Background: an optimization exercise with open tools, aiming at small area, a short achievable clock period and few clock cycles per item. Do not read the settings as production practice. Function was checked by simulation only, so behaviour that the tests miss may differ from the original.

`flow/constraint.sdc`:
```
create_clock -name core_clock -period 12.0 [get_ports {clk}]
set_input_delay 2.4000 -clock core_clock [delete_from_list [all_inputs] [get_ports {clk}]]
set_output_delay 2.4000 -clock core_clock [all_outputs]
set_load 0.01 [all_outputs]
```
`flow/design.v`:
```
`timescale 1ns/1ps
`default_nettype none
module cordic_top (
    input  logic               clk,
    input  logic               rst,
    input  logic               valid_in,
    input  logic [31:0]        angle_ieee754,
    output logic signed [15:0] sin_ieee754,
    output logic signed [15:0] cos_ieee754,
    output logic               valid,
    output logic signed [2:0]  flip_out
);
    logic       armed_q, s1_q, it_q, post_q, valid_q;
    logic [2:0] p_q;                   
    logic       idle, go;
    assign idle = ~(s1_q | it_q | post_q);
    assign go   = valid_in & armed_q & idle;
    logic [7:0]  w_e;
    logic        w_ok, w_neg, w_inr;
    logic [25:0] w_mm, w_fix;
    logic [48:0] w_base;
    logic [8:0]  w_h;
    logic [3:0]  w_Q;
    always_comb begin
        w_e   = angle_ieee754[30:23];
        w_ok  = (w_e != 8'd0) && (w_e < 8'd137);
        w_neg = angle_ieee754[31] & w_ok;
        w_mm  = {1'b1, angle_ieee754[22:0], 2'b00};     
        w_inr  = w_e[7] ? (w_e[6:0] <= 7'd8) : (w_e[6:0] >= 7'd110);
        w_base = w_e[7] ? {w_mm, 23'd0} : {32'd0, w_mm[25:9]};
        w_fix  = w_inr ? 26'(w_base >> (~w_e[4:0])) : 26'd0;
        w_h   = w_fix[25:17];
        if      (w_h >= 9'd495) w_Q = 4'd11;
        else if (w_h >= 9'd450) w_Q = 4'd10;
        else if (w_h >= 9'd405) w_Q = 4'd9;
        else if (w_h >= 9'd360) w_Q = 4'd8;
        else if (w_h >= 9'd315) w_Q = 4'd7;
        else if (w_h >= 9'd270) w_Q = 4'd6;
        else if (w_h >= 9'd225) w_Q = 4'd5;
        else if (w_h >= 9'd180) w_Q = 4'd4;
        else if (w_h >= 9'd135) w_Q = 4'd3;
        else if (w_h >= 9'd90)  w_Q = 4'd2;
        else if (w_h >= 9'd45)  w_Q = 4'd1;
        else                    w_Q = 4'd0;
    end
    logic [25:0] fix_q;
    logic [3:0]  q4_q;
    logic [2:0]  fl0_q, fl_q;          
    logic signed [15:0] w_z4;
    logic signed [18:0] w_x4, w_y4;
    logic        w_d1, w_d2, w_d3;
    logic [2:0]  w_d;
    logic [5:0]  w_rh;
    logic [22:0] w_r;
    always_comb begin
        w_rh = 6'(fix_q[25:17] - 9'(q4_q * 6'd45));
        w_r  = {w_rh, fix_q[16:0]};
        w_d1  = (w_r >= 23'd2949116);
        if (w_d1) begin
            w_d2 = (w_r >= 23'd4690078);
            if (w_d2) w_d3 = (w_r >= 23'd5609962);
            else      w_d3 = (w_r >= 23'd3770194);
        end else begin
            w_d2 = (w_r >= 23'd1208154);
            if (w_d2) w_d3 = (w_r >= 23'd2128039);
            else      w_d3 = (w_r >= 23'd288270);
        end
        w_d = {w_d1, w_d2, w_d3};
        case (w_d)
            3'b111: begin w_x4 = -19'sd6217;  w_y4 = 19'sd130583; end
            3'b110: begin w_x4 = 19'sd26117;  w_y4 = 19'sd128097; end
            3'b101: begin w_x4 = 19'sd55964;  w_y4 = 19'sd118147; end
            3'b100: begin w_x4 = 19'sd83324;  w_y4 = 19'sd100737; end
            3'b011: begin w_x4 = 19'sd100737; w_y4 = 19'sd83324;  end
            3'b010: begin w_x4 = 19'sd118147; w_y4 = 19'sd55964;  end
            3'b001: begin w_x4 = 19'sd128097; w_y4 = 19'sd26117;  end
            default: begin w_x4 = 19'sd130583; w_y4 = -19'sd6217;  end
        endcase
    end
    wire [29:0] m_t = {4'b0000, fix_q} + {1'b0, fix_q, 3'b000};
    wire m_q17 = (q4_q == 4'd1) | (q4_q == 4'd3) | (q4_q == 4'd5) | (q4_q == 4'd7) | (q4_q == 4'd9) | (q4_q == 4'd11);
    wire m_q18 = (q4_q == 4'd2) | (q4_q == 4'd3) | (q4_q == 4'd6) | (q4_q == 4'd7) | (q4_q == 4'd10) | (q4_q == 4'd11);
    wire m_q19 = (q4_q == 4'd4) | (q4_q == 4'd5) | (q4_q == 4'd6) | (q4_q == 4'd7);
    wire m_q20 = (q4_q == 4'd1) | (q4_q == 4'd3) | (q4_q == 4'd5) | (q4_q == 4'd7) | (q4_q == 4'd8) | (q4_q == 4'd10);
    wire m_q21 = (q4_q == 4'd1) | (q4_q == 4'd2) | (q4_q == 4'd5) | (q4_q == 4'd6) | (q4_q == 4'd10) | (q4_q == 4'd11);
    wire m_q22 = (q4_q == 4'd2) | (q4_q == 4'd4) | (q4_q == 4'd5) | (q4_q == 4'd7) | (q4_q == 4'd9) | (q4_q == 4'd10);
    wire m_q23 = (q4_q == 4'd0) | (q4_q == 4'd2) | (q4_q == 4'd3) | (q4_q == 4'd5) | (q4_q == 4'd6) | (q4_q == 4'd9);
    wire m_q24 = (q4_q == 4'd1) | (q4_q == 4'd2) | (q4_q == 4'd4) | (q4_q == 4'd5) | (q4_q == 4'd7) | (q4_q == 4'd10);
    wire m_q25 = (q4_q == 4'd3) | (q4_q == 4'd4) | (q4_q == 4'd5) | (q4_q == 4'd8) | (q4_q == 4'd9) | (q4_q == 4'd10);
    wire m_q26 = (q4_q == 4'd0) | (q4_q == 4'd1) | (q4_q == 4'd2) | (q4_q == 4'd3) | (q4_q == 4'd4) | (q4_q == 4'd5) | (q4_q == 4'd11);
    wire m_q27 = (q4_q == 4'd0) | (q4_q == 4'd1) | (q4_q == 4'd2) | (q4_q == 4'd3) | (q4_q == 4'd4) | (q4_q == 4'd5);
    wire m_q28 = (q4_q == 4'd0) | (q4_q == 4'd1) | (q4_q == 4'd2) | (q4_q == 4'd3) | (q4_q == 4'd4) | (q4_q == 4'd5);
    wire m_q29 = (q4_q == 4'd0) | (q4_q == 4'd1) | (q4_q == 4'd2) | (q4_q == 4'd3) | (q4_q == 4'd4) | (q4_q == 4'd5);
    wire m_q30 = (q4_q == 4'd0) | (q4_q == 4'd2) | (q4_q == 4'd4) | (q4_q == 4'd7) | (q4_q == 4'd9) | (q4_q == 4'd11);
    wire m_q31 = (q4_q == 4'd0) | (q4_q == 4'd1) | (q4_q == 4'd4) | (q4_q == 4'd5) | (q4_q == 4'd6) | (q4_q == 4'd9) | (q4_q == 4'd10);
    wire m_q32 = (q4_q == 4'd0) | (q4_q == 4'd1) | (q4_q == 4'd2) | (q4_q == 4'd3) | (q4_q == 4'd9) | (q4_q == 4'd10) | (q4_q == 4'd11);
    wire m_q33 = (q4_q == 4'd9) | (q4_q == 4'd10) | (q4_q == 4'd11);
    wire m_q34 = (q4_q == 4'd0) | (q4_q == 4'd2) | (q4_q == 4'd4) | (q4_q == 4'd6) | (q4_q == 4'd8) | (q4_q == 4'd9) | (q4_q == 4'd11);
    wire m_q35 = (q4_q == 4'd0) | (q4_q == 4'd1) | (q4_q == 4'd4) | (q4_q == 4'd5) | (q4_q == 4'd8) | (q4_q == 4'd11);
    wire m_q36 = (q4_q == 4'd0) | (q4_q == 4'd1) | (q4_q == 4'd2) | (q4_q == 4'd3) | (q4_q == 4'd8) | (q4_q == 4'd9) | (q4_q == 4'd10);
    wire m_q37 = (q4_q == 4'd0) | (q4_q == 4'd2) | (q4_q == 4'd4) | (q4_q == 4'd6) | (q4_q == 4'd9) | (q4_q == 4'd11);
    wire m_q38 = (q4_q == 4'd2) | (q4_q == 4'd3) | (q4_q == 4'd6) | (q4_q == 4'd7) | (q4_q == 4'd9) | (q4_q == 4'd10);
    wire m_q39 = (q4_q == 4'd0) | (q4_q == 4'd1) | (q4_q == 4'd6) | (q4_q == 4'd7) | (q4_q == 4'd8);
    wire m_c25 = (w_d == 3'd1) | (w_d == 3'd3) | (w_d == 3'd4) | (w_d == 3'd6);
    wire m_c26 = (w_d == 3'd0) | (w_d == 3'd1) | (w_d == 3'd4) | (w_d == 3'd7);
    wire m_c27 = (w_d == 3'd0) | (w_d == 3'd3) | (w_d == 3'd6);
    wire m_c28 = (w_d == 3'd0) | (w_d == 3'd4) | (w_d == 3'd6);
    wire m_c29 = (w_d == 3'd3) | (w_d == 3'd6) | (w_d == 3'd7);
    wire m_c30 = (w_d == 3'd0) | (w_d == 3'd5) | (w_d == 3'd7);
    wire m_c31 = (w_d == 3'd2) | (w_d == 3'd4) | (w_d == 3'd6);
    wire m_c32 = (w_d == 3'd1) | (w_d == 3'd2) | (w_d == 3'd4) | (w_d == 3'd7);
    wire m_c33 = (w_d == 3'd3) | (w_d == 3'd5) | (w_d == 3'd6) | (w_d == 3'd7);
    wire m_c34 = (w_d == 3'd2) | (w_d == 3'd3) | (w_d == 3'd4) | (w_d == 3'd5);
    wire m_c35 = (w_d == 3'd0) | (w_d == 3'd1) | (w_d == 3'd2) | (w_d == 3'd3) | (w_d == 3'd4) | (w_d == 3'd5);
    wire m_c36 = (w_d == 3'd0) | (w_d == 3'd1) | (w_d == 3'd2) | (w_d == 3'd3) | (w_d == 3'd4) | (w_d == 3'd5);
    wire m_c37 = (w_d == 3'd4) | (w_d == 3'd5);
    wire m_c38 = (w_d == 3'd6) | (w_d == 3'd7);
    wire m_c39 = (w_d == 3'd1) | (w_d == 3'd3) | (w_d == 3'd5) | (w_d == 3'd7);
    wire m_1 = m_t[10] ^ ~fix_q[0];
    wire m_2 = m_t[10] & ~fix_q[0];
    wire m_3 = m_t[11] ^ ~fix_q[1];
    wire m_4 = m_t[11] & ~fix_q[1];
    wire m_5 = m_t[12] ^ ~fix_q[2];
    wire m_6 = m_t[12] & ~fix_q[2];
    wire m_7 = m_t[13] ^ ~fix_q[3];
    wire m_8 = m_t[13] & ~fix_q[3];
    wire m_9 = m_t[0] ^ m_t[14] ^ ~fix_q[4];
    wire m_10 = (m_t[0] & m_t[14]) | (m_t[0] & ~fix_q[4]) | (m_t[14] & ~fix_q[4]);
    wire m_11 = m_t[1] ^ m_t[15] ^ ~fix_q[5];
    wire m_12 = (m_t[1] & m_t[15]) | (m_t[1] & ~fix_q[5]) | (m_t[15] & ~fix_q[5]);
    wire m_13 = ~fix_q[10] ^ ~fix_q[17];
    wire m_14 = ~fix_q[10] & ~fix_q[17];
    wire m_15 = m_t[2] ^ m_t[16] ^ ~fix_q[6];
    wire m_16 = (m_t[2] & m_t[16]) | (m_t[2] & ~fix_q[6]) | (m_t[16] & ~fix_q[6]);
    wire m_17 = ~fix_q[11] ^ ~fix_q[18] ^ m_q18;
    wire m_18 = (~fix_q[11] & ~fix_q[18]) | (~fix_q[11] & m_q18) | (~fix_q[18] & m_q18);
    wire m_19 = m_t[3] ^ m_t[17] ^ ~fix_q[7];
    wire m_20 = (m_t[3] & m_t[17]) | (m_t[3] & ~fix_q[7]) | (m_t[17] & ~fix_q[7]);
    wire m_21 = ~fix_q[12] ^ ~fix_q[19] ^ m_q19;
    wire m_22 = (~fix_q[12] & ~fix_q[19]) | (~fix_q[12] & m_q19) | (~fix_q[19] & m_q19);
    wire m_23 = m_t[4] ^ m_t[18] ^ ~fix_q[8];
    wire m_24 = (m_t[4] & m_t[18]) | (m_t[4] & ~fix_q[8]) | (m_t[18] & ~fix_q[8]);
    wire m_25 = ~fix_q[13] ^ ~fix_q[20] ^ m_q20;
    wire m_26 = (~fix_q[13] & ~fix_q[20]) | (~fix_q[13] & m_q20) | (~fix_q[20] & m_q20);
    wire m_27 = m_t[5] ^ m_t[19] ^ ~fix_q[9];
    wire m_28 = (m_t[5] & m_t[19]) | (m_t[5] & ~fix_q[9]) | (m_t[19] & ~fix_q[9]);
    wire m_29 = ~fix_q[14] ^ ~fix_q[21] ^ m_q21;
    wire m_30 = (~fix_q[14] & ~fix_q[21]) | (~fix_q[14] & m_q21) | (~fix_q[21] & m_q21);
    wire m_31 = m_t[6] ^ m_t[20] ^ ~fix_q[10];
    wire m_32 = (m_t[6] & m_t[20]) | (m_t[6] & ~fix_q[10]) | (m_t[20] & ~fix_q[10]);
    wire m_33 = ~fix_q[15] ^ ~fix_q[22] ^ m_q22;
    wire m_34 = (~fix_q[15] & ~fix_q[22]) | (~fix_q[15] & m_q22) | (~fix_q[22] & m_q22);
    wire m_35 = m_t[7] ^ m_t[21] ^ ~fix_q[11];
    wire m_36 = (m_t[7] & m_t[21]) | (m_t[7] & ~fix_q[11]) | (m_t[21] & ~fix_q[11]);
    wire m_37 = ~fix_q[16] ^ ~fix_q[23] ^ m_q23;
    wire m_38 = (~fix_q[16] & ~fix_q[23]) | (~fix_q[16] & m_q23) | (~fix_q[23] & m_q23);
    wire m_39 = m_t[8] ^ m_t[22] ^ ~fix_q[12];
    wire m_40 = (m_t[8] & m_t[22]) | (m_t[8] & ~fix_q[12]) | (m_t[22] & ~fix_q[12]);
    wire m_41 = ~fix_q[17] ^ ~fix_q[24] ^ m_q24;
    wire m_42 = (~fix_q[17] & ~fix_q[24]) | (~fix_q[17] & m_q24) | (~fix_q[24] & m_q24);
    wire m_43 = m_t[9] ^ m_t[23] ^ ~fix_q[13];
    wire m_44 = (m_t[9] & m_t[23]) | (m_t[9] & ~fix_q[13]) | (m_t[23] & ~fix_q[13]);
    wire m_45 = ~fix_q[18] ^ ~fix_q[25] ^ m_q25;
    wire m_46 = (~fix_q[18] & ~fix_q[25]) | (~fix_q[18] & m_q25) | (~fix_q[25] & m_q25);
    wire m_47 = m_t[10] ^ m_t[24] ^ ~fix_q[14];
    wire m_48 = (m_t[10] & m_t[24]) | (m_t[10] & ~fix_q[14]) | (m_t[24] & ~fix_q[14]);
    wire m_49 = ~fix_q[19] ^ m_q26;
    wire m_50 = ~fix_q[19] & m_q26;
    wire m_51 = m_t[11] ^ m_t[25] ^ ~fix_q[15];
    wire m_52 = (m_t[11] & m_t[25]) | (m_t[11] & ~fix_q[15]) | (m_t[25] & ~fix_q[15]);
    wire m_53 = ~fix_q[20] ^ m_q27;
    wire m_54 = ~fix_q[20] & m_q27;
    wire m_55 = m_t[12] ^ m_t[26] ^ ~fix_q[16];
    wire m_56 = (m_t[12] & m_t[26]) | (m_t[12] & ~fix_q[16]) | (m_t[26] & ~fix_q[16]);
    wire m_57 = ~fix_q[21] ^ m_q28;
    wire m_58 = ~fix_q[21] & m_q28;
    wire m_59 = m_t[13] ^ m_t[27] ^ ~fix_q[17];
    wire m_60 = (m_t[13] & m_t[27]) | (m_t[13] & ~fix_q[17]) | (m_t[27] & ~fix_q[17]);
    wire m_61 = ~fix_q[22] ^ m_q29;
    wire m_62 = ~fix_q[22] & m_q29;
    wire m_63 = m_t[14] ^ m_t[28] ^ ~fix_q[18];
    wire m_64 = (m_t[14] & m_t[28]) | (m_t[14] & ~fix_q[18]) | (m_t[28] & ~fix_q[18]);
    wire m_65 = ~fix_q[23] ^ m_q30;
    wire m_66 = ~fix_q[23] & m_q30;
    wire m_67 = m_t[15] ^ m_t[29] ^ ~fix_q[19];
    wire m_68 = (m_t[15] & m_t[29]) | (m_t[15] & ~fix_q[19]) | (m_t[29] & ~fix_q[19]);
    wire m_69 = ~fix_q[24] ^ m_q31;
    wire m_70 = ~fix_q[24] & m_q31;
    wire m_71 = m_t[16] ^ ~fix_q[20] ^ ~fix_q[25];
    wire m_72 = (m_t[16] & ~fix_q[20]) | (m_t[16] & ~fix_q[25]) | (~fix_q[20] & ~fix_q[25]);
    wire m_73 = m_t[5] ^ ~fix_q[0];
    wire m_74 = m_t[5] & ~fix_q[0];
    wire m_75 = m_t[6] ^ ~fix_q[1];
    wire m_76 = m_t[6] & ~fix_q[1];
    wire m_77 = m_t[7] ^ ~fix_q[2];
    wire m_78 = m_t[7] & ~fix_q[2];
    wire m_79 = m_t[8] ^ ~fix_q[3];
    wire m_80 = m_t[8] & ~fix_q[3];
    wire m_81 = m_t[9] ^ ~fix_q[4];
    wire m_82 = m_t[9] & ~fix_q[4];
    wire m_83 = m_1 ^ ~fix_q[5] ^ ~fix_q[12];
    wire m_84 = (m_1 & ~fix_q[5]) | (m_1 & ~fix_q[12]) | (~fix_q[5] & ~fix_q[12]);
    wire m_85 = m_2 ^ m_3 ^ ~fix_q[6];
    wire m_86 = (m_2 & m_3) | (m_2 & ~fix_q[6]) | (m_3 & ~fix_q[6]);
    wire m_87 = m_4 ^ m_5 ^ ~fix_q[7];
    wire m_88 = (m_4 & m_5) | (m_4 & ~fix_q[7]) | (m_5 & ~fix_q[7]);
    wire m_89 = m_6 ^ m_7 ^ ~fix_q[8];
    wire m_90 = (m_6 & m_7) | (m_6 & ~fix_q[8]) | (m_7 & ~fix_q[8]);
    wire m_91 = m_8 ^ m_9 ^ ~fix_q[9];
    wire m_92 = (m_8 & m_9) | (m_8 & ~fix_q[9]) | (m_9 & ~fix_q[9]);
    wire m_93 = m_10 ^ m_11 ^ m_13;
    wire m_94 = (m_10 & m_11) | (m_10 & m_13) | (m_11 & m_13);
    wire m_95 = m_12 ^ m_14 ^ m_15;
    wire m_96 = (m_12 & m_14) | (m_12 & m_15) | (m_14 & m_15);
    wire m_97 = m_16 ^ m_18 ^ m_19;
    wire m_98 = (m_16 & m_18) | (m_16 & m_19) | (m_18 & m_19);
    wire m_99 = m_20 ^ m_22 ^ m_23;
    wire m_100 = (m_20 & m_22) | (m_20 & m_23) | (m_22 & m_23);
    wire m_101 = m_24 ^ m_26 ^ m_27;
    wire m_102 = (m_24 & m_26) | (m_24 & m_27) | (m_26 & m_27);
    wire m_103 = m_28 ^ m_30 ^ m_31;
    wire m_104 = (m_28 & m_30) | (m_28 & m_31) | (m_30 & m_31);
    wire m_105 = m_32 ^ m_34 ^ m_35;
    wire m_106 = (m_32 & m_34) | (m_32 & m_35) | (m_34 & m_35);
    wire m_107 = m_36 ^ m_38 ^ m_39;
    wire m_108 = (m_36 & m_38) | (m_36 & m_39) | (m_38 & m_39);
    wire m_109 = m_40 ^ m_42 ^ m_43;
    wire m_110 = (m_40 & m_42) | (m_40 & m_43) | (m_42 & m_43);
    wire m_111 = m_44 ^ m_46 ^ m_47;
    wire m_112 = (m_44 & m_46) | (m_44 & m_47) | (m_46 & m_47);
    wire m_113 = m_48 ^ m_50 ^ m_51;
    wire m_114 = (m_48 & m_50) | (m_48 & m_51) | (m_50 & m_51);
    wire m_115 = m_52 ^ m_54 ^ m_55;
    wire m_116 = (m_52 & m_54) | (m_52 & m_55) | (m_54 & m_55);
    wire m_117 = m_56 ^ m_58 ^ m_59;
    wire m_118 = (m_56 & m_58) | (m_56 & m_59) | (m_58 & m_59);
    wire m_119 = m_60 ^ m_62 ^ m_63;
    wire m_120 = (m_60 & m_62) | (m_60 & m_63) | (m_62 & m_63);
    wire m_121 = m_64 ^ m_66 ^ m_67;
    wire m_122 = (m_64 & m_66) | (m_64 & m_67) | (m_66 & m_67);
    wire m_123 = m_68 ^ m_70 ^ m_71;
    wire m_124 = (m_68 & m_70) | (m_68 & m_71) | (m_70 & m_71);
    wire m_125 = m_72 ^ m_t[17] ^ ~fix_q[21];
    wire m_126 = (m_72 & m_t[17]) | (m_72 & ~fix_q[21]) | (m_t[17] & ~fix_q[21]);
    wire m_127 = m_t[18] ^ ~fix_q[22];
    wire m_128 = m_t[18] & ~fix_q[22];
    wire m_129 = m_t[19] ^ ~fix_q[23];
    wire m_130 = m_t[19] & ~fix_q[23];
    wire m_131 = m_t[20] ^ ~fix_q[24];
    wire m_132 = m_t[20] & ~fix_q[24];
    wire m_133 = m_t[21] ^ ~fix_q[25];
    wire m_134 = m_t[21] & ~fix_q[25];
    wire m_135 = m_73 ^ ~fix_q[7];
    wire m_136 = m_73 & ~fix_q[7];
    wire m_137 = m_74 ^ m_75 ^ ~fix_q[8];
    wire m_138 = (m_74 & m_75) | (m_74 & ~fix_q[8]) | (m_75 & ~fix_q[8]);
    wire m_139 = m_76 ^ m_77 ^ ~fix_q[9];
    wire m_140 = (m_76 & m_77) | (m_76 & ~fix_q[9]) | (m_77 & ~fix_q[9]);
    wire m_141 = m_78 ^ m_79 ^ ~fix_q[10];
    wire m_142 = (m_78 & m_79) | (m_78 & ~fix_q[10]) | (m_79 & ~fix_q[10]);
    wire m_143 = m_80 ^ m_81 ^ ~fix_q[11];
    wire m_144 = (m_80 & m_81) | (m_80 & ~fix_q[11]) | (m_81 & ~fix_q[11]);
    wire m_145 = m_82 ^ m_83 ^ 1'b1;
    wire m_146 = (m_82 & m_83) | (m_82 & 1'b1) | (m_83 & 1'b1);
    wire m_147 = m_84 ^ m_85 ^ ~fix_q[13];
    wire m_148 = (m_84 & m_85) | (m_84 & ~fix_q[13]) | (m_85 & ~fix_q[13]);
    wire m_149 = m_86 ^ m_87 ^ ~fix_q[14];
    wire m_150 = (m_86 & m_87) | (m_86 & ~fix_q[14]) | (m_87 & ~fix_q[14]);
    wire m_151 = m_88 ^ m_89 ^ ~fix_q[15];
    wire m_152 = (m_88 & m_89) | (m_88 & ~fix_q[15]) | (m_89 & ~fix_q[15]);
    wire m_153 = m_90 ^ m_91 ^ ~fix_q[16];
    wire m_154 = (m_90 & m_91) | (m_90 & ~fix_q[16]) | (m_91 & ~fix_q[16]);
    wire m_155 = m_92 ^ m_93 ^ m_q17;
    wire m_156 = (m_92 & m_93) | (m_92 & m_q17) | (m_93 & m_q17);
    wire m_157 = m_94 ^ m_95 ^ m_17;
    wire m_158 = (m_94 & m_95) | (m_94 & m_17) | (m_95 & m_17);
    wire m_159 = m_96 ^ m_97 ^ m_21;
    wire m_160 = (m_96 & m_97) | (m_96 & m_21) | (m_97 & m_21);
    wire m_161 = m_98 ^ m_99 ^ m_25;
    wire m_162 = (m_98 & m_99) | (m_98 & m_25) | (m_99 & m_25);
    wire m_163 = m_100 ^ m_101 ^ m_29;
    wire m_164 = (m_100 & m_101) | (m_100 & m_29) | (m_101 & m_29);
    wire m_165 = m_102 ^ m_103 ^ m_33;
    wire m_166 = (m_102 & m_103) | (m_102 & m_33) | (m_103 & m_33);
    wire m_167 = m_104 ^ m_105 ^ m_37;
    wire m_168 = (m_104 & m_105) | (m_104 & m_37) | (m_105 & m_37);
    wire m_169 = m_106 ^ m_107 ^ m_41;
    wire m_170 = (m_106 & m_107) | (m_106 & m_41) | (m_107 & m_41);
    wire m_171 = m_108 ^ m_109 ^ m_45;
    wire m_172 = (m_108 & m_109) | (m_108 & m_45) | (m_109 & m_45);
    wire m_173 = m_110 ^ m_111 ^ m_49;
    wire m_174 = (m_110 & m_111) | (m_110 & m_49) | (m_111 & m_49);
    wire m_175 = m_112 ^ m_113 ^ m_53;
    wire m_176 = (m_112 & m_113) | (m_112 & m_53) | (m_113 & m_53);
    wire m_177 = m_114 ^ m_115 ^ m_57;
    wire m_178 = (m_114 & m_115) | (m_114 & m_57) | (m_115 & m_57);
    wire m_179 = m_116 ^ m_117 ^ m_61;
    wire m_180 = (m_116 & m_117) | (m_116 & m_61) | (m_117 & m_61);
    wire m_181 = m_118 ^ m_119 ^ m_65;
    wire m_182 = (m_118 & m_119) | (m_118 & m_65) | (m_119 & m_65);
    wire m_183 = m_120 ^ m_121 ^ m_69;
    wire m_184 = (m_120 & m_121) | (m_120 & m_69) | (m_121 & m_69);
    wire m_185 = m_122 ^ m_123 ^ m_q32;
    wire m_186 = (m_122 & m_123) | (m_122 & m_q32) | (m_123 & m_q32);
    wire m_187 = m_124 ^ m_125 ^ m_q33;
    wire m_188 = (m_124 & m_125) | (m_124 & m_q33) | (m_125 & m_q33);
    wire m_189 = m_126 ^ m_127 ^ m_q34;
    wire m_190 = (m_126 & m_127) | (m_126 & m_q34) | (m_127 & m_q34);
    wire m_191 = m_128 ^ m_129 ^ m_q35;
    wire m_192 = (m_128 & m_129) | (m_128 & m_q35) | (m_129 & m_q35);
    wire m_193 = m_130 ^ m_131 ^ m_q36;
    wire m_194 = (m_130 & m_131) | (m_130 & m_q36) | (m_131 & m_q36);
    wire m_195 = m_132 ^ m_133 ^ m_q37;
    wire m_196 = (m_132 & m_133) | (m_132 & m_q37) | (m_133 & m_q37);
    wire m_197 = m_134 ^ m_t[22] ^ m_q38;
    wire m_198 = (m_134 & m_t[22]) | (m_134 & m_q38) | (m_t[22] & m_q38);
    wire m_199 = m_t[23] ^ m_q39;
    wire m_200 = m_t[23] & m_q39;
    wire m_l1 = m_170 ^ m_171;
    wire m_l2 = m_170 & m_171;
    wire m_l3 = m_172 ^ m_173 ^ m_c26;
    wire m_l4 = (m_172 & m_173) | (m_172 & m_c26) | (m_173 & m_c26);
    wire m_l5 = m_174 ^ m_175 ^ m_c27;
    wire m_l6 = (m_174 & m_175) | (m_174 & m_c27) | (m_175 & m_c27);
    wire m_l7 = m_176 ^ m_177 ^ m_c28;
    wire m_l8 = (m_176 & m_177) | (m_176 & m_c28) | (m_177 & m_c28);
    wire m_l9 = m_178 ^ m_179 ^ m_c29;
    wire m_l10 = (m_178 & m_179) | (m_178 & m_c29) | (m_179 & m_c29);
    wire m_l11 = m_180 ^ m_181 ^ m_c30;
    wire m_l12 = (m_180 & m_181) | (m_180 & m_c30) | (m_181 & m_c30);
    wire m_l13 = m_182 ^ m_183 ^ m_c31;
    wire m_l14 = (m_182 & m_183) | (m_182 & m_c31) | (m_183 & m_c31);
    wire m_l15 = m_184 ^ m_185 ^ m_c32;
    wire m_l16 = (m_184 & m_185) | (m_184 & m_c32) | (m_185 & m_c32);
    wire m_l17 = m_186 ^ m_187 ^ m_c33;
    wire m_l18 = (m_186 & m_187) | (m_186 & m_c33) | (m_187 & m_c33);
    wire m_l19 = m_188 ^ m_189 ^ m_c34;
    wire m_l20 = (m_188 & m_189) | (m_188 & m_c34) | (m_189 & m_c34);
    wire m_l21 = m_190 ^ m_191 ^ m_c35;
    wire m_l22 = (m_190 & m_191) | (m_190 & m_c35) | (m_191 & m_c35);
    wire m_l23 = m_192 ^ m_193 ^ m_c36;
    wire m_l24 = (m_192 & m_193) | (m_192 & m_c36) | (m_193 & m_c36);
    wire m_l25 = m_194 ^ m_195 ^ m_c37;
    wire m_l26 = (m_194 & m_195) | (m_194 & m_c37) | (m_195 & m_c37);
    wire m_l27 = m_196 ^ m_197 ^ m_c38;
    wire m_l28 = (m_196 & m_197) | (m_196 & m_c38) | (m_197 & m_c38);
    wire m_l29 = m_198 ^ m_199 ^ m_c39;
    wire m_l30 = (m_198 & m_199) | (m_198 & m_c39) | (m_199 & m_c39);
    wire [39:0] m_a = {m_l28, m_l26, m_l24, m_l22, m_l20, m_l18, m_l16, m_l14, m_l12, m_l10, m_l8, m_l6, m_l4, m_l2, m_l1, m_168, m_166, m_164, m_162, m_160, m_158, m_156, m_154, m_152, m_150, m_148, m_146, m_144, m_142, m_140, m_138, m_136, m_135, m_t[4], m_t[3], m_t[2], m_t[1], m_t[0], ~fix_q[1], ~fix_q[0]};
    wire [39:0] m_b = {m_l29, m_l27, m_l25, m_l23, m_l21, m_l19, m_l17, m_l15, m_l13, m_l11, m_l9, m_l7, m_l5, m_l3, m_c25, m_169, m_167, m_165, m_163, m_161, m_159, m_157, m_155, m_153, m_151, m_149, m_147, m_145, m_143, m_141, m_139, m_137, 1'b1, ~fix_q[6], ~fix_q[5], ~fix_q[4], ~fix_q[3], ~fix_q[2], 1'b0, 1'b1};
    wire [39:0] m_s = m_a + m_b;
    assign w_z4 = m_s[39:24];
    logic signed [18:0] x_q, y_q;
    logic [15:0]        zu_q;
    logic               w_da, w_db;
    logic signed [15:0] w_z4r, w_z5;
    logic signed [12:0] w_z6;
    logic signed [18:0] w_xa, w_ya, w_xb, w_yb, w_xs1, w_ys1, w_xs2, w_ys2;
    logic [15:0]        w_zun;
    always_comb begin
        w_z4r = {~zu_q[15], zu_q[14:0]};
        w_da  = zu_q[15];
        w_z5  = w_da ? (w_z4r - 16'sd8181) : (w_z4r + 16'sd8181);
        w_db  = (p_q == 3'd0) ? ~w_z5[15] : zu_q[14];
        w_z6  = 13'(w_db ? (w_z5 - 16'sd4095) : (w_z5 + 16'sd4095));
        w_zun = (p_q == 3'd0) ? {~w_z6[12], w_z6[11:0], 3'b000} : {zu_q[13:0], 2'b00};
        case (p_q)
            3'd0:    begin w_xs1 = x_q >>> 4;  w_ys1 = y_q >>> 4;  end
            3'd1:    begin w_xs1 = x_q >>> 6;  w_ys1 = y_q >>> 6;  end
            3'd2:    begin w_xs1 = x_q >>> 8;  w_ys1 = y_q >>> 8;  end
            3'd3:    begin w_xs1 = x_q >>> 10; w_ys1 = y_q >>> 10; end
            default: begin w_xs1 = x_q >>> 12; w_ys1 = y_q >>> 12; end
        endcase
        w_xa  = x_q + (w_ys1 ^ {19{w_da}}) + {18'd0, w_da};
        w_ya  = y_q + (w_xs1 ^ {19{~w_da}}) + {18'd0, ~w_da};
        case (p_q)
            3'd0:    begin w_xs2 = w_xa >>> 5;  w_ys2 = w_ya >>> 5;  end
            3'd1:    begin w_xs2 = w_xa >>> 7;  w_ys2 = w_ya >>> 7;  end
            3'd2:    begin w_xs2 = w_xa >>> 9;  w_ys2 = w_ya >>> 9;  end
            3'd3:    begin w_xs2 = w_xa >>> 11; w_ys2 = w_ya >>> 11; end
            default: begin w_xs2 = w_xa >>> 13; w_ys2 = w_ya >>> 13; end
        endcase
        w_xb  = w_xa + (w_ys2 ^ {19{w_db}}) + {18'd0, w_db};
        w_yb  = w_ya + (w_xs2 ^ {19{~w_db}}) + {18'd0, ~w_db};
    end
    logic               w_d14, w_d15;
    logic [3:0]         w_X, w_Y;
    logic [3:0]         w_x15h, w_y15h;
    logic               w_xc, w_xb0, w_yc, w_yb0;
    logic signed [5:0]  w_gx, w_gy, w_gs, w_gc;
    logic [18:0]        w_bs, w_bc;
    logic               w_ns, w_nc;
    logic signed [15:0] w_sin, w_cos;
    function automatic logic signed [15:0] round_q15(input logic [18:0] b,
                                                     input logic signed [5:0] g,
                                                     input logic n);
        logic signed [20:0] t, s;
        t = (n ? ~{2'b00, b} : {2'b00, b}) + 21'(n ? (6'sd3 - g) : (6'sd2 + g));
        s = t >>> 2;
        if (s > 21'sd32767)
            round_q15 = 16'sh7FFF;
        else if (s < -21'sd32768)
            round_q15 = 16'sh8000;
        else
            round_q15 = 16'(s);
    endfunction
    always_comb begin
        w_d14 = zu_q[15];
        w_d15 = zu_q[14];
        w_X   = x_q[17:14];
        w_Y   = y_q[17:14];
        w_yc  = (&y_q[14:4]) & (({1'b0, y_q[3:0]} + {1'b0, w_X}) >= 5'd16);
        w_yb0 = (~|y_q[14:4]) & (y_q[3:0] < w_X);
        w_y15h = y_q[18:15] + (w_d14 ? {3'd0, w_yc} : -{3'd0, w_yb0});
        w_xc  = (&x_q[14:4]) & (({1'b0, x_q[3:0]} + {1'b0, w_Y}) >= 5'd16);
        w_xb0 = (~|x_q[14:4]) & (x_q[3:0] < w_Y);
        w_x15h = x_q[18:15] + (w_d14 ? -{3'd0, w_xb0} : {3'd0, w_xc});
        w_gx  = (w_d14 ? -{2'd0, w_Y} : {2'd0, w_Y}) + (w_d15 ? -{2'd0, w_y15h} : {2'd0, w_y15h});
        w_gy  = (w_d14 ? {2'd0, w_X} : -{2'd0, w_X}) + (w_d15 ? {2'd0, w_x15h} : -{2'd0, w_x15h});
        w_bs  = fl_q[0] ? x_q : y_q;
        w_gs  = fl_q[0] ? w_gx : w_gy;
        w_bc  = fl_q[0] ? y_q : x_q;
        w_gc  = fl_q[0] ? w_gy : w_gx;
        w_ns  = fl_q[1] ^ fl_q[2];
        w_nc  = fl_q[1] ^ fl_q[0];
        w_sin = round_q15(w_bs, w_gs, w_ns);
        w_cos = round_q15(w_bc, w_gc, w_nc);
    end
    always_ff @(posedge clk or negedge rst) begin
        if (!rst) begin
            armed_q <= 1'b0;
            s1_q    <= 1'b0;
            it_q    <= 1'b0;
            post_q  <= 1'b0;
            valid_q <= 1'b0;
        end else begin
            armed_q <= 1'b1;
            s1_q    <= go;
            if (s1_q)
                it_q <= 1'b1;
            else if (p_q == 3'd4)
                it_q <= 1'b0;
            post_q  <= it_q & (p_q == 3'd4);
            valid_q <= post_q;
        end
    end
    always_ff @(posedge clk) begin
        fix_q <= w_fix;
        q4_q  <= w_Q;
        fl0_q <= {w_neg, w_Q[1:0]};
        if (s1_q) begin
            fl_q <= fl0_q;
            x_q  <= w_x4;
            y_q  <= w_y4;
            zu_q <= {~w_z4[15], w_z4[14:0]};
            p_q  <= 3'd0;
        end else begin
            x_q  <= w_xb;
            y_q  <= w_yb;
            zu_q <= w_zun;
            p_q  <= p_q + 3'd1;
        end
    end
    logic signed [15:0] sin_q, cos_q;
    logic [2:0]         flip_q;
    always_ff @(posedge clk or negedge rst) begin
        if (!rst) begin
            sin_q  <= '0;
            cos_q  <= '0;
            flip_q <= '0;
        end else if (post_q) begin
            sin_q  <= w_sin;
            cos_q  <= w_cos;
            flip_q <= fl_q;
        end
    end
    assign sin_ieee754 = sin_q;
    assign cos_ieee754 = cos_q;
    assign flip_out    = flip_q;
    assign valid       = valid_q;
endmodule
`default_nettype wire
```
`flow/run.sh`:
```
#!/bin/bash
# synth_recipe.tcl (not shown) runs the flow's synth.tcl, then flattens the netlist and writes it again
# the make line also repeats each setting of config.mk as NAME=value (left out here)
make -C /OpenROAD-flow-scripts/flow DESIGN_CONFIG=/design/flow/config.mk WORK_HOME=/design/flow/orfs CLKGATE_MAP_FILE= SYNTH_SCRIPT=/design/flow/synth_recipe.tcl finish
```
`flow/config.mk`:
```
export PLATFORM = sky130hd
export DESIGN_NAME = cordic_top
export DESIGN_NICKNAME = cordic_top
export VERILOG_FILES = /design/flow/design.v
export SDC_FILE = /design/flow/constraint.sdc
export NUM_CORES = 4
export LEC_CHECK = 0
export CAP_MARGIN = 20
export CORE_MARGIN = 2
export CORE_UTILIZATION = 40
export SETUP_SLACK_MARGIN = 5
export SLEW_MARGIN = 20
```
==> flow_summary_export.csv <==
group,metric,value,unit
yosys,yosysTopAreaCellShare,14.7,%
place,port_buffers,70,
die,dieWidth,246,um
yosys,synthMuxAreaShare,4.90,%
sta,fin_crit,7.34,ns
sta,fin_tns_setup,0,ns
yosys,synth_cell_type_count,98,
global_routing,antenna_found_initial,1,
sta,max_freq,136,MHz
sta,finalClockSkew,0.0139,ns
clock_network,cts_sinks,131,
detailed_routing,via_per_inst,6.04,
global_routing,grt_max_degree,64,
sta,final-max-slew-violation-count,0,
worst_setup_path,cpMaxStageDelayCell,"dfxtp_1",
yosys,yosys.area_share.adder,23.7,%
yosys,yosysTopAreaCell,"ha_1",
yosys,syn_area,23300,um^2
yosys,ys_warn_count,1,
worst_setup_path,setup.worst_path.start_class,"register",
detailed_routing,wl_per_cell,21.5,um
sta,rsz0062_at_grt,"true",
job,cap_violations,0,
clock_network,clock_latency,0.49,ns
die,die_h,246,um
global_routing,grt_usage,27.2,%
hold_path,hp-start,"fl0_q[2]",
die,design.die.area,60300,um^2
yosys,synth.net_count,3399,
global_routing,grt_pass1_vias,23100,
worst_setup_path,r2r_setup_slack,4.66,ns
worst_setup_path,cp_slowest_stage_delay,0.86,ns
clock_network,cts_tree,"built",
global_routing,grt_pass1_wl,129,mm
clock_network,cts_made_buffers,17,
yosys,synthTopCellsByCount,"inv_1 (296), ha_1 (275), nor2_1 (226)",
worst_setup_path,end_kind,"register",
worst_setup_path,r2r_end,"cos_q[14]",
finish,nets,3535,
sta,slew_headroom,28.9,%
global_routing,grt-ovfl-total,0,
yosys,synth_xor_area_share,10.3,%
yosys,syn_area_per_cell,7.82,um^2
clock_network,clk_path_buf_depth,2,
yosys,yosysMostFrequentCell,"inv_1",
die,start_util,40.5,%
yosys,synth_simple_gate_area_share,16.0,%
die,fp.coreArea,57700,um^2
hold_path,holdPathStages,0,
place,gp_congestion,0.960,
clock_network,h-tree-depth,4,
clock_network,path_clk_slew,0.07,ns
die,num_io_pins,71,
sta,hold_viol_final,0,
sta,setup_violations,0,
worst_setup_path,r2r_cells,28,
detailed_routing,drc,0,
yosys,yosys-top-cells-area,"ha_1 (15%), fa_1 (9.0%), xnor2_1 (7.7%)",
finish,area_growth,21.2,%
yosys,ys_async_sr_fraction,30.5,%
yosys,postSynthCellCount,2984,
detailed_routing,antenna_left,0,
yosys,synth_compound_gate_area_share,25.7,%
place,dp_hpwl,60.4,mm
die,rows,88,
worst_setup_path,crit-reg2reg-launch,"x_q[13]",
sta,period_share,61.2,%
yosys,ys_ff_latch,131,
worst_setup_path,cp.arrival,7.70,ns
yosys,synth_ff_type,"dfxtp_1",
outcome,status,"finished clean",
detailed_routing,drtIter0Drc,2108,
sta,max_slew.worst_pin.slew,1.04,ns
yosys,synth-edff-count,3,
worst_setup_path,crit_required,12.36,ns
yosys,synth_top_family_by_area,"compound AO/OA/AOI/OAI gates",
hold_path,min_path_type,"reg2reg",
yosys,ys_seq_area_share,12.2,%
detailed_routing,drt-total-wl,83.9,mm
finish,n_antenna_cell,0,
finish,drive_above_1_share,18.3,%
worst_setup_path,cpMostUsedCell,"ha_1",
worst_setup_path,worstSetupPathType,"reg2reg",
hold_path,hold_end,"fl_q[2]",
worst_setup_path,crit_fanout,10,
clock_network,holdBufCountCts,0,
detailed_routing,drt_first_pass_iters,6,
clock_network,root_buffer,"clkbuf_16",
detailed_routing,vias,23600,
[layer usage]
metal	up-vias	part of all wire, %	track usage (%)
met4	0	4.7	11.2
met2	985	46	45.1
li1	11000	-	-
met1	11400	42	35.1
met5	-	0	0
met3	238	7.5	4.54
[layout by cell type (no fill, tap or decap), types with 43 or more instances in the layout]
| cell type | n |
|---|---|
| o21ai_0 | 158 |
| xnor2_1 | 190 |
| a21oi_2 | 47 |
| mux2i_1 | 44 |
| clkdlybuf4s50_1 | 69 |
| nor3_1 | 46 |
| xor2_1 | 58 |
| dfxtp_1 | 55 |
| inv_1 | 282 |
| ha_1 | 237 |
| buf_4 | 157 |
| a21oi_1 | 174 |
| nor2_1 | 216 |
| a22oi_1 | 43 |
| a21o_1 | 62 |
| fa_1 | 99 |
| nand2_1 | 204 |
| nand3_1 | 59 |
[state kept, by name (all words and copies together), names as in the netlist, 3 cells and up]
| signal | cells |
|---|---|
| fix_q | 26 |
| fl0_q | 3 |
| p_q | 3 |
| cos_q | 16 |
| flip_q | 3 |
| y_q | 19 |
| x_q | 19 |
| fl_q | 3 |
| zu_q | 16 |
| sin_q | 16 |
[kinds of logic after synthesis]
| group | Yosys count |
|---|---|
| xor+xnor | 272 |
| buf+inv | 439 |
| other cells | 1 |
| flops | 131 |
| fa+ha+maj | 380 |
| mux | 91 |
| compound gates | 890 |
| simple gates | 780 |
[through the flow]
step                util, %  instance area [um^2]  worst slack, ns  hold WS (ns)  std cells
CTS                    47.0                 27100             4.94         0.408       3841
detailed placement     42.9                 24800             3.39         0.402       3711
finish                 49.0                 28300             4.66         0.407       3898
floorplan                 -                 23400             5.00         0.352       2984
global placement       42.9                 24800             3.43         0.419       3711
global route           49.0                 28300             4.42         0.430       3898
[cell type report]
cell class	count	area, um^2
fill	5547	29400
multi-input combinational	2419	20400
sequential	131	2940
timing repair buffer	251	2300
inverter	300	1150
tap	765	957
clock buffer	17	425
clock inverter	15	145
[timing repair]
item | CTS | global route
buffers inserted | 93 | 52
pin swaps | 88 | 130
gates cloned | 5 | 5
setup endpoints to repair | 75 | 58
resized for setup | 227 | 158
[worst max-delay path: cells and delay by family, from the launching register on]
family,cells,cell delay [ns]
AO/OA/AOI/OAI,11,2.59
adder cells (fa/ha/maj),5,1.58
AND/OR/NAND/NOR,5,1.13
flip-flops,1,0.86
buffers and inverters,4,0.55
XOR/XNOR,2,0.35
multiplexers,1,0.13
[how the worst max path moves through the flow]
stage / from / endpoint / slack (ns) / depth (start not counted)
global placement: fl0_q[0] / zu_q[15] / 3.43 / 30
global route: x_q[15] / sin_q[11] / 4.42 / 37
CTS: fix_q[0] / zu_q[15] / 4.94 / 33
finish: x_q[13] / cos_q[14] / 4.66 / 28
detailed placement: fl0_q[0] / zu_q[15] / 3.39 / 30
floorplan: x_q[17] / cos_q[4] / 5.00 / 37
Testbench counts, summed over its fixed seeds: cycles 19,208, items 2,400.

-- re-timing with driven ports --
In the flow no input, the clock included, has a driving cell. The finished layout below was timed again as built, in two steps. Step 1 sets driving cells, clkbuf_16 on the clock port and buf_2 on the other inputs (assumed; they add their load-dependent delay and slew). Step 2 moves the port delays by t, midway between the first and last clock arrival at a register: inputs arrive t later, outputs are due t later. That takes back most of the time a late clock gives input paths. Slacks: no drivers / after step 1 / after step 2; pairs: no drivers / after step 1.
shift t [ns]: 0.548
slack for setup (ns): 4.658 / 4.658 / 4.658
hold slack, ns: 0.407 / 0.407 / 0.407
After both steps setup and hold are still met in this run. For this run, drivers alone change the setup slack by 0.000 ns; drivers and shift together by 0.000 ns.
